Background: an optimization exercise with open tools, aiming at a short achievable clock period and few clock cycles per item. Do not read the settings as production practice. Function was checked by simulation only, so behaviour that the tests miss may differ from the original.

File: flow/design.v
package mr_ctl_pkg;
    typedef struct packed {
        logic [3-1:0]      chnl;
        logic [5-1:0] local_tag;
    } mr_tag_fields_t;
    typedef union packed {
        logic [8-1:0] flat;
        mr_tag_fields_t         f;
    } mr_tag_u;
    localparam int CHNL_SQ      = 0;
    localparam int CHNL_RQ      = 1;
    localparam int CHNL_TX_REQ  = 2;
    localparam int CHNL_RX_REQ  = 3;
    localparam int CHNL_RX_RESP = 4;
endpackage
`timescale 1ns/100ps
module mr_req_sched (
    input  logic                                                clk,
    input  logic                                                rst,
    input  logic [5-1:0]                             req_valid,
    input  logic [5-1:0][8-1:0]            req_qpn,
    input  logic [5-1:0][4-1:0]            req_key,
    input  logic [5-1:0][32-1:0]       req_offset,
    output logic [5-1:0]                             req_ready,
    output logic                                                issue_valid,
    output mr_ctl_pkg::mr_tag_u                                 issue_tag,
    output logic [4-1:0]                              issue_key,
    output logic [32-1:0]                         issue_offset,
    input  logic                                                issue_ready,
    output logic                                                tbl_wr_en,
    output logic [8-1:0]                              tbl_wr_tag,
    output logic [8-1:0]                              tbl_wr_qpn,
    input  logic                                                release_valid,
    input  logic [3-1:0]                             release_chnl
);
    localparam int NCH = 5;
    localparam int CL  = 3;
    localparam int LTL = 5;
    logic [CL-1:0]            rr_ptr;
    logic [NCH-1:0][LTL-1:0]  tag_cnt;
    logic [NCH-1:0][LTL:0]    out_cnt;
    logic                     issue_free;
    logic                     grant_found;
    logic [CL-1:0]            grant_chnl;
    logic [NCH-1:0]           dec_vec;
    mr_ctl_pkg::mr_tag_u      new_tag;
    assign issue_free = !issue_valid || issue_ready;
    always_comb begin
        int idx;
        grant_found = 1'b0;
        grant_chnl  = '0;
        for (int i = 0; i < NCH; i++) begin
            idx = (int'(rr_ptr) + i) % NCH;
            if (issue_free && !grant_found && req_valid[idx] &&
                int'(out_cnt[idx]) < (1 << LTL)) begin
                grant_found = 1'b1;
                grant_chnl  = CL'(idx);
            end
        end
    end
    assign req_ready = grant_found ? (NCH'(1) << grant_chnl) : '0;
    assign dec_vec   = release_valid ? (NCH'(1) << release_chnl) : '0;
    always_comb begin
        new_tag.f.chnl      = grant_chnl;
        new_tag.f.local_tag = tag_cnt[grant_chnl];
    end
    assign tbl_wr_en  = grant_found;
    assign tbl_wr_tag = new_tag.flat;
    assign tbl_wr_qpn = req_qpn[grant_chnl];
    always_ff @(posedge clk or posedge rst) begin
        if (rst) begin
            rr_ptr      <= '0;
            tag_cnt     <= '0;
            out_cnt     <= '0;
            issue_valid <= 1'b0;
        end else begin
            if (grant_found) begin
                rr_ptr              <= (grant_chnl == CL'(NCH - 1)) ? '0 : grant_chnl + 1'b1;
                tag_cnt[grant_chnl] <= tag_cnt[grant_chnl] + 1'b1;
                issue_valid         <= 1'b1;
            end else if (issue_ready) begin
                issue_valid <= 1'b0;
            end
            for (int c = 0; c < NCH; c++) begin
                if (req_ready[c] && !dec_vec[c]) begin
                    out_cnt[c] <= out_cnt[c] + 1'b1;
                end else if (dec_vec[c] && !req_ready[c]) begin
                    out_cnt[c] <= out_cnt[c] - 1'b1;
                end
            end
        end
    end
    always_ff @(posedge clk) begin
        if (grant_found) begin
            issue_tag    <= new_tag;
            issue_key    <= req_key[grant_chnl];
            issue_offset <= req_offset[grant_chnl];
        end
    end
endmodule
`timescale 1ns/100ps
module tag_qpn_table (
    input  logic                     clk,
    input  logic                     rst,
    input  logic                     wr_en,
    input  logic [8-1:0]   wr_tag,
    input  logic [8-1:0]   wr_qpn,
    input  logic [8-1:0]   rd_tag,
    input  logic                     rd_done,
    output logic [8-1:0]   rd_qpn
);
    localparam int DEPTH = 1 << 8;
    logic [DEPTH-1:0][8-1:0] qpn_mem;
    logic [DEPTH-1:0]                  busy;
    always_ff @(posedge clk or posedge rst) begin
        if (rst) begin
            qpn_mem <= '0;
            busy    <= '0;
        end else begin
            if (rd_done) begin
                busy[rd_tag] <= 1'b0;
            end
            if (wr_en) begin
                qpn_mem[wr_tag] <= wr_qpn;
                busy[wr_tag]    <= 1'b1;
            end
        end
    end
    assign rd_qpn = qpn_mem[rd_tag];
endmodule
`timescale 1ns/100ps
module mr_translate (
    input  logic                              clk,
    input  logic                              rst,
    input  logic                              cfg_wr_en,
    input  logic [4-1:0]            cfg_key,
    input  logic                              cfg_key_valid,
    input  logic [48-1:0]         cfg_base,
    input  logic [32-1:0]       cfg_len,
    input  logic                              issue_valid,
    input  logic [8-1:0]            issue_tag,
    input  logic [4-1:0]            issue_key,
    input  logic [32-1:0]       issue_offset,
    output logic                              issue_ready,
    output logic                              mr_rsp_valid,
    output logic [8-1:0]            mr_rsp_tag,
    output logic [49-1:0]    mr_rsp_data,
    input  logic                              mr_rsp_ready
);
    localparam int KN = 1 << 4;
    logic [KN-1:0]                 tbl_valid;
    logic [48-1:0]     tbl_base [KN];
    logic [32-1:0]   tbl_len  [KN];
    logic                          stall;
    logic                          s1_valid;
    logic [8-1:0]        s1_tag;
    logic [32-1:0]   s1_offset;
    logic                          s1_ent_valid;
    logic [48-1:0]     s1_base;
    logic [32-1:0]   s1_len;
    logic                          s2_err;
    logic [48-1:0]     s2_addr;
    always_ff @(posedge clk or posedge rst) begin
        if (rst) begin
            tbl_valid <= '0;
        end else if (cfg_wr_en) begin
            tbl_valid[cfg_key] <= cfg_key_valid;
        end
    end
    always_ff @(posedge clk) begin
        if (cfg_wr_en) begin
            tbl_base[cfg_key] <= cfg_base;
            tbl_len[cfg_key]  <= cfg_len;
        end
    end
    assign stall       = mr_rsp_valid && !mr_rsp_ready;
    assign issue_ready = !stall;
    always_ff @(posedge clk or posedge rst) begin
        if (rst) begin
            s1_valid     <= 1'b0;
            mr_rsp_valid <= 1'b0;
        end else if (!stall) begin
            s1_valid     <= issue_valid;
            mr_rsp_valid <= s1_valid;
        end
    end
    always_ff @(posedge clk) begin
        if (!stall && issue_valid) begin
            s1_tag       <= issue_tag;
            s1_offset    <= issue_offset;
            s1_ent_valid <= tbl_valid[issue_key];
            s1_base      <= tbl_base[issue_key];
            s1_len       <= tbl_len[issue_key];
        end
    end
    assign s2_err  = !s1_ent_valid || (s1_offset >= s1_len);
    assign s2_addr = s1_base + {{(48 - 32){1'b0}}, s1_offset};
    always_ff @(posedge clk) begin
        if (!stall && s1_valid) begin
            mr_rsp_tag  <= s1_tag;
            mr_rsp_data <= s2_err ? {1'b1, {48{1'b0}}} : {1'b0, s2_addr};
        end
    end
endmodule
`timescale 1ns/100ps
module mr_rsp_dispatch (
    input  logic                                                 clk,
    input  logic                                                 rst,
    input  logic                                                 mr_rsp_valid,
    input  mr_ctl_pkg::mr_tag_u                                  mr_rsp_tag,
    input  logic [49-1:0]                       mr_rsp_data,
    output logic                                                 mr_rsp_ready,
    output logic [8-1:0]                               tbl_rd_tag,
    output logic                                                 tbl_rd_done,
    input  logic [8-1:0]                               tbl_rd_qpn,
    output logic [5-1:0]                              rsp_valid,
    output logic [5-1:0][16-1:0]     rsp_head,
    output logic [5-1:0][49-1:0]     rsp_data,
    input  logic [5-1:0]                              rsp_ready,
    output logic                                                 release_valid,
    output logic [3-1:0]                              release_chnl
);
    localparam int NCH = 5;
    localparam int CL  = 3;
    localparam logic [CL-1:0] ST_IDLE = CL'(NCH);
    logic [CL-1:0]                     state;
    logic [CL-1:0]                     state_nxt;
    logic                              rsp_fire;
    mr_ctl_pkg::mr_tag_u               lat_tag;
    logic [49-1:0]    lat_data;
    always_ff @(posedge clk or posedge rst) begin
        if (rst) begin
            state <= ST_IDLE;
        end else begin
            state <= state_nxt;
        end
    end
    always_comb begin
        state_nxt = state;
        if (state == ST_IDLE) begin
            if (mr_rsp_valid) begin
                case (mr_rsp_tag.f.chnl)
                    CL'(mr_ctl_pkg::CHNL_SQ),
                    CL'(mr_ctl_pkg::CHNL_RQ),
                    CL'(mr_ctl_pkg::CHNL_TX_REQ),
                    CL'(mr_ctl_pkg::CHNL_RX_REQ),
                    CL'(mr_ctl_pkg::CHNL_RX_RESP): state_nxt = mr_rsp_tag.f.chnl;
                    default:                  state_nxt = ST_IDLE;
                endcase
            end
        end else if (rsp_fire) begin
            state_nxt = ST_IDLE;
        end
    end
    always_ff @(posedge clk) begin
        if (state == ST_IDLE && mr_rsp_valid) begin
            lat_tag  <= mr_rsp_tag;
            lat_data <= mr_rsp_data;
        end
    end
    assign mr_rsp_ready = (state == ST_IDLE);
    assign rsp_fire     = |(rsp_valid & rsp_ready);
    assign tbl_rd_tag    = lat_tag.flat;
    assign tbl_rd_done   = rsp_fire;
    assign release_valid = rsp_fire;
    assign release_chnl  = lat_tag.f.chnl;
    for (genvar c = 0; c < NCH; c++) begin : g_chnl
        assign rsp_valid[c] = (state == CL'(c));
        assign rsp_head[c]  = rsp_valid[c] ?
            {tbl_rd_qpn, {(8 - 5){1'b0}}, lat_tag.f.local_tag} : '0;
        assign rsp_data[c]  = rsp_valid[c] ? lat_data : '0;
    end
endmodule
`timescale 1ns/100ps
module mr_ctl_top (
    input  logic                                                 clk,
    input  logic                                                 rst,
    input  logic                                                 cfg_wr_en,
    input  logic [4-1:0]                               cfg_key,
    input  logic                                                 cfg_key_valid,
    input  logic [48-1:0]                            cfg_base,
    input  logic [32-1:0]                          cfg_len,
    input  logic [5-1:0]                              req_valid,
    input  logic [5-1:0][8-1:0]             req_qpn,
    input  logic [5-1:0][4-1:0]             req_key,
    input  logic [5-1:0][32-1:0]        req_offset,
    output logic [5-1:0]                              req_ready,
    output logic [5-1:0]                              rsp_valid,
    output logic [5-1:0][16-1:0]     rsp_head,
    output logic [5-1:0][49-1:0]     rsp_data,
    input  logic [5-1:0]                              rsp_ready
);
    logic                              issue_valid;
    mr_ctl_pkg::mr_tag_u               issue_tag;
    logic [4-1:0]            issue_key;
    logic [32-1:0]       issue_offset;
    logic                              issue_ready;
    logic                              tbl_wr_en;
    logic [8-1:0]            tbl_wr_tag;
    logic [8-1:0]            tbl_wr_qpn;
    logic [8-1:0]            tbl_rd_tag;
    logic                              tbl_rd_done;
    logic [8-1:0]            tbl_rd_qpn;
    logic                              mr_rsp_valid;
    mr_ctl_pkg::mr_tag_u               mr_rsp_tag;
    logic [49-1:0]    mr_rsp_data;
    logic                              mr_rsp_ready;
    logic                              release_valid;
    logic [3-1:0]           release_chnl;
    mr_req_sched i_sched (
        .clk           (clk),
        .rst           (rst),
        .req_valid     (req_valid),
        .req_qpn       (req_qpn),
        .req_key       (req_key),
        .req_offset    (req_offset),
        .req_ready     (req_ready),
        .issue_valid   (issue_valid),
        .issue_tag     (issue_tag),
        .issue_key     (issue_key),
        .issue_offset  (issue_offset),
        .issue_ready   (issue_ready),
        .tbl_wr_en     (tbl_wr_en),
        .tbl_wr_tag    (tbl_wr_tag),
        .tbl_wr_qpn    (tbl_wr_qpn),
        .release_valid (release_valid),
        .release_chnl  (release_chnl)
    );
    tag_qpn_table i_tag_tbl (
        .clk     (clk),
        .rst     (rst),
        .wr_en   (tbl_wr_en),
        .wr_tag  (tbl_wr_tag),
        .wr_qpn  (tbl_wr_qpn),
        .rd_tag  (tbl_rd_tag),
        .rd_done (tbl_rd_done),
        .rd_qpn  (tbl_rd_qpn)
    );
    mr_translate i_xlate (
        .clk           (clk),
        .rst           (rst),
        .cfg_wr_en     (cfg_wr_en),
        .cfg_key       (cfg_key),
        .cfg_key_valid (cfg_key_valid),
        .cfg_base      (cfg_base),
        .cfg_len       (cfg_len),
        .issue_valid   (issue_valid),
        .issue_tag     (issue_tag),
        .issue_key     (issue_key),
        .issue_offset  (issue_offset),
        .issue_ready   (issue_ready),
        .mr_rsp_valid  (mr_rsp_valid),
        .mr_rsp_tag    (mr_rsp_tag),
        .mr_rsp_data   (mr_rsp_data),
        .mr_rsp_ready  (mr_rsp_ready)
    );
    mr_rsp_dispatch i_dispatch (
        .clk           (clk),
        .rst           (rst),
        .mr_rsp_valid  (mr_rsp_valid),
        .mr_rsp_tag    (mr_rsp_tag),
        .mr_rsp_data   (mr_rsp_data),
        .mr_rsp_ready  (mr_rsp_ready),
        .tbl_rd_tag    (tbl_rd_tag),
        .tbl_rd_done   (tbl_rd_done),
        .tbl_rd_qpn    (tbl_rd_qpn),
        .rsp_valid     (rsp_valid),
        .rsp_head      (rsp_head),
        .rsp_data      (rsp_data),
        .rsp_ready     (rsp_ready),
        .release_valid (release_valid),
        .release_chnl  (release_chnl)
    );
endmodule
File: flow/run.sh
#!/bin/bash
# synth_recipe.tcl (not shown) runs the flow's synth.tcl, then flattens the netlist and writes it again
# the make line also repeats each setting of config.mk as NAME=value (left out here)
make -C /OpenROAD-flow-scripts/flow DESIGN_CONFIG=/design/flow/config.mk WORK_HOME=/design/flow/orfs CLKGATE_MAP_FILE= SYNTH_SCRIPT=/design/flow/synth_recipe.tcl finish
File: flow/config.mk
export PLATFORM = sky130hd
export DESIGN_NAME = mr_ctl_top
export DESIGN_NICKNAME = mr_ctl_top
export VERILOG_FILES = /design/flow/design.v
export SDC_FILE = /design/flow/constraint.sdc
export NUM_CORES = 4
export LEC_CHECK = 0
export CAP_MARGIN = 20
export CORE_MARGIN = 2
export CORE_UTILIZATION = 40
export SLEW_MARGIN = 20
File: flow/constraint.sdc
create_clock -name core_clock -period 12.0 [get_ports {clk}]
set_input_delay 2.4000 -clock core_clock [delete_from_list [all_inputs] [get_ports {clk}]]
set_output_delay 2.4000 -clock core_clock [all_outputs]
set_load 0.01 [all_outputs]
==> results.toml <==
[routing]
ant_nets = 0
vias = 92028
top_layer = "met5"
met3_length_um = 26200
drt-met1-wl_um = 197000
drtPass1Iterations = 5
wl_per_cell_um = 29.4
drt_iter0_markers = 7515
wl_met2_um = 232000
drc = 0
vias_per_cell = 5.73
finalWirelength_um = 471000

[logic_synthesis]
synth-async-reset-ratio = 0.577
ys_seq_area_frac = 0.605
ys_seq_elements = 3687
synth_cell_types = 108
netlist_instances = 9668
syn_area_um2 = 165000
synth_edf_count = 1559
syn_avg_cell_area_um2 = 17.1
synth_flop_cell = "dfrtp_1"
ys_warn_count = 4

[final_layout]
design_area_um2 = 191000
final_common_cell = "dfrtp_1"
utilization = 0.463
mostFrequentLayoutCells = "2124 x dfrtp_1, 2009 x mux2_2, 1559 x edfxtp_1"
nFillCells = 35066
multi_input_area_um2 = 62500
areaGrowthSynthToFinish_pct = 15.6
regArea_um2 = 100000
drive_gt1_frac = 0.392
nets = 10712

[clock_network]
clkTransAtPathRegs_ns = 0.06
cts_root_buffer = "clkbuf_16"
cts_buffers = 389
hold_buffers = 0
htree_levels = 5
clock_path_buffers = 4
clock_sinks = 3687
tritoncts = "done"
clkLatencyLatePin_ns = 0.97

[floorplanning]
coreArea_um2 = 412000
num_io_pins = 653
num_rows = 236
fp.dieArea_um2 = 418000
die_y_um = 647
start_util = 0.401
dieWidth_um = 647

[timing]
fin_skew_ns = 0.0607
setup_violations = 0
slew_viol_final = 0
setup-tns-final_ns = 0
hold_violations = 0
rsz0062_at_grt = "no"
fin_crit_ns = 11.58
fmaxAchievable_mhz = 86.4
maxSlewHeadroom = 0.114
min_period_over_period = 0.965
tightest_slew_ns = 1.33

[place]
gp_congestion = 0.939
dpl_cell_area_um2 = 178000
portBuffers = 637
dp_hpwl_um = 301000

[min_path]
worst_hold_path_type = "flip-flop to flip-flop"

[grt]
grt_pass1_vias = 96546
grt_max_degree = 181
grt.total_usage = 0.224
grt-ovfl-total = 0
grt_pass1_wl_um = 688000
antenna_found_initial = 68

[setup_path]
crit_required_ns = 9.60
cp-start-kind = "flip-flop"
critPathMaxFanout = 27
critPathCaptureType = "output pin"
arrival_ns = 9.18
path_class = "flip-flop to output pin"

[status]
status = "complete, no violations"

[flow_run]
max_cap_violations = 0
==> Yosys cell counts (42+ instances only) <==
cell type	instances	area share
a21oi_1	79	0.0024
and2_1	256	0.0097
and3_1	89	0.0034
buf_1	83	0.0019
clkbuf_1	519	0.012
dfrtp_1	2126	0.32
edfxtp_1	1559	0.28
ha_1	159	0.012
inv_1	116	0.0026
mux2_1	79	0.0054
mux2_2	2009	0.14
mux2i_1	119	0.0072
mux4_2	1087	0.15
nand2_1	254	0.0058
nand3_1	65	0.0020
nor2_1	147	0.0033
nor2_2	96	0.0036
nor2_4	60	0.0041
nor3_1	42	0.0013
o21ai_0	108	0.0033
xnor2_1	70	0.0037
==> per-stage QoR <==
| step | setup WS, ns | hold slack, ns | instances |
|---|---|---|---|
| floorplan | -19.95 | 0.400 | 9682 |
| global placement | 0.480 | 0.400 | 15303 |
| detailed placement | 0.429 | 0.405 | 15304 |
| CTS | 0.178 | 0.414 | 16015 |
| global route | 0.0311 | 0.420 | 16023 |
| finish | 0.423 | 0.416 | 16047 |
==> per-layer routing <==
layer / global-route usage / up-vias
met3: 0.0353 / 713
met5: 0 / -
met2: 0.374 / 2815
li1: - / 38418
met1: 0.301 / 50034
met4: 0.0702 / 48
==> what timing repair did <==
action	4_1_cts	5_1_grt
resized for setup	1	10
pin swaps	1	0
setup endpoints to repair	3	717
gates cloned	0	0
buffers inserted	1	0
==> layout make-up <==
cell class,instances,share of cell area
flip-flops and latches,3687,0.524
multi-input cells,5208,0.327
diodes,30,0.000393
repair buffers,815,0.0430
inverters,123,0.00246
well taps,5474,0.0359
clock inverters,169,0.00980
clock buffers,541,0.0574
==> flip-flops by register name, indices dropped and copies added (netlist names), 8 cells and up <==
name	cells
i_tag_tbl.qpn_mem	2048
i_xlate.tbl_base	768
i_xlate.tbl_len	512
i_dispatch.lat_data	49
i_xlate.mr_rsp_data	49
i_xlate.s1_base	48
i_sched.issue_offset	32
i_xlate.s1_len	32
i_xlate.s1_offset	32
i_sched.out_cnt	30
i_sched.tag_cnt	25
i_xlate.tbl_valid	16
i_dispatch.lat_tag	8
i_sched.issue_tag	8
i_xlate.mr_rsp_tag	8
i_xlate.s1_tag	8
==> worst max-delay path: stages, from the launching register on <==
cell and delay (ns):
dfrtp_2 0.50, inv_1 0.27, ha_1 0.40, inv_1 0.09, ha_2 0.54, inv_1 0.16
ha_1 0.29, nor3_4 0.33, nor2_1 0.20, a32o_1 0.34, o21ai_1 0.40, xnor2_1 0.23
ha_1 0.35, ha_1 0.51, mux2i_1 0.25, o22ai_1 0.10, and3_1 0.20, o31ai_1 0.36
nor4_4 0.12, or2_1 0.27, a31o_1 0.24, a221o_4 0.58, inv_2 0.28, ha_1 0.27
and2_1 0.34, clkdlybuf4s50_1 0.61
==> cell families after synthesis <==
group | synth area share
DFF | 0.605
muxes | 0.298
and+or+nand+nor | 0.0403
buffers and inverters | 0.0187
AOI/OAI and AO/OA | 0.0192
adders and majority gates | 0.0134
xor gates and xnor gates | 0.00550
other | 0.0000227
==> path summary, 6_finish.rpt <==
path / startpoint / to / slack [ns] / depth (start not counted)
worst max register to register: i_sched.rr_ptr[1] / i_tag_tbl.qpn_mem[1861] / 0.79 / 30
worst min-delay path: i_sched.issue_tag[2] / i_xlate.s1_tag[2] / 0.42 / 0
max in group asynchronous: rst / i_tag_tbl.qpn_mem[1972] / 7.16 / 5
worst min register to register: i_sched.issue_tag[2] / i_xlate.s1_tag[2] / 0.42 / 0
worst max-delay path: i_sched.rr_ptr[1] / req_ready[0] / 0.42 / 25
min in group asynchronous: rst / i_xlate.tbl_valid[10] / 1.96 / 2
Testbench counts, summed over its fixed seeds: cycles 25,162, items 12,000.

[separate check: timing with driven ports]
No port has a modelled driver above. Below, the same layout with a new extraction and two added sets of constraints.
Step 1 sets driving cells, clkbuf_16 on the clock port and buf_2 on the other inputs (assumed; they add their load-dependent delay and slew).
Step 2 also shifts input and output timing later by t, the mid clock arrival at the registers, as if the neighbouring blocks saw the same clock.
Three values: ideal, step 1, step 2; two values: the first two.
t, ns: 1.052
slack for setup (ns): 0.423 / 0.308 / 0.788
cell pins on the clock port's net: 1
After both steps setup and hold are still met in this run. The setup slack of this run moves by -0.115 ns with the drivers and by +0.365 ns with both steps.
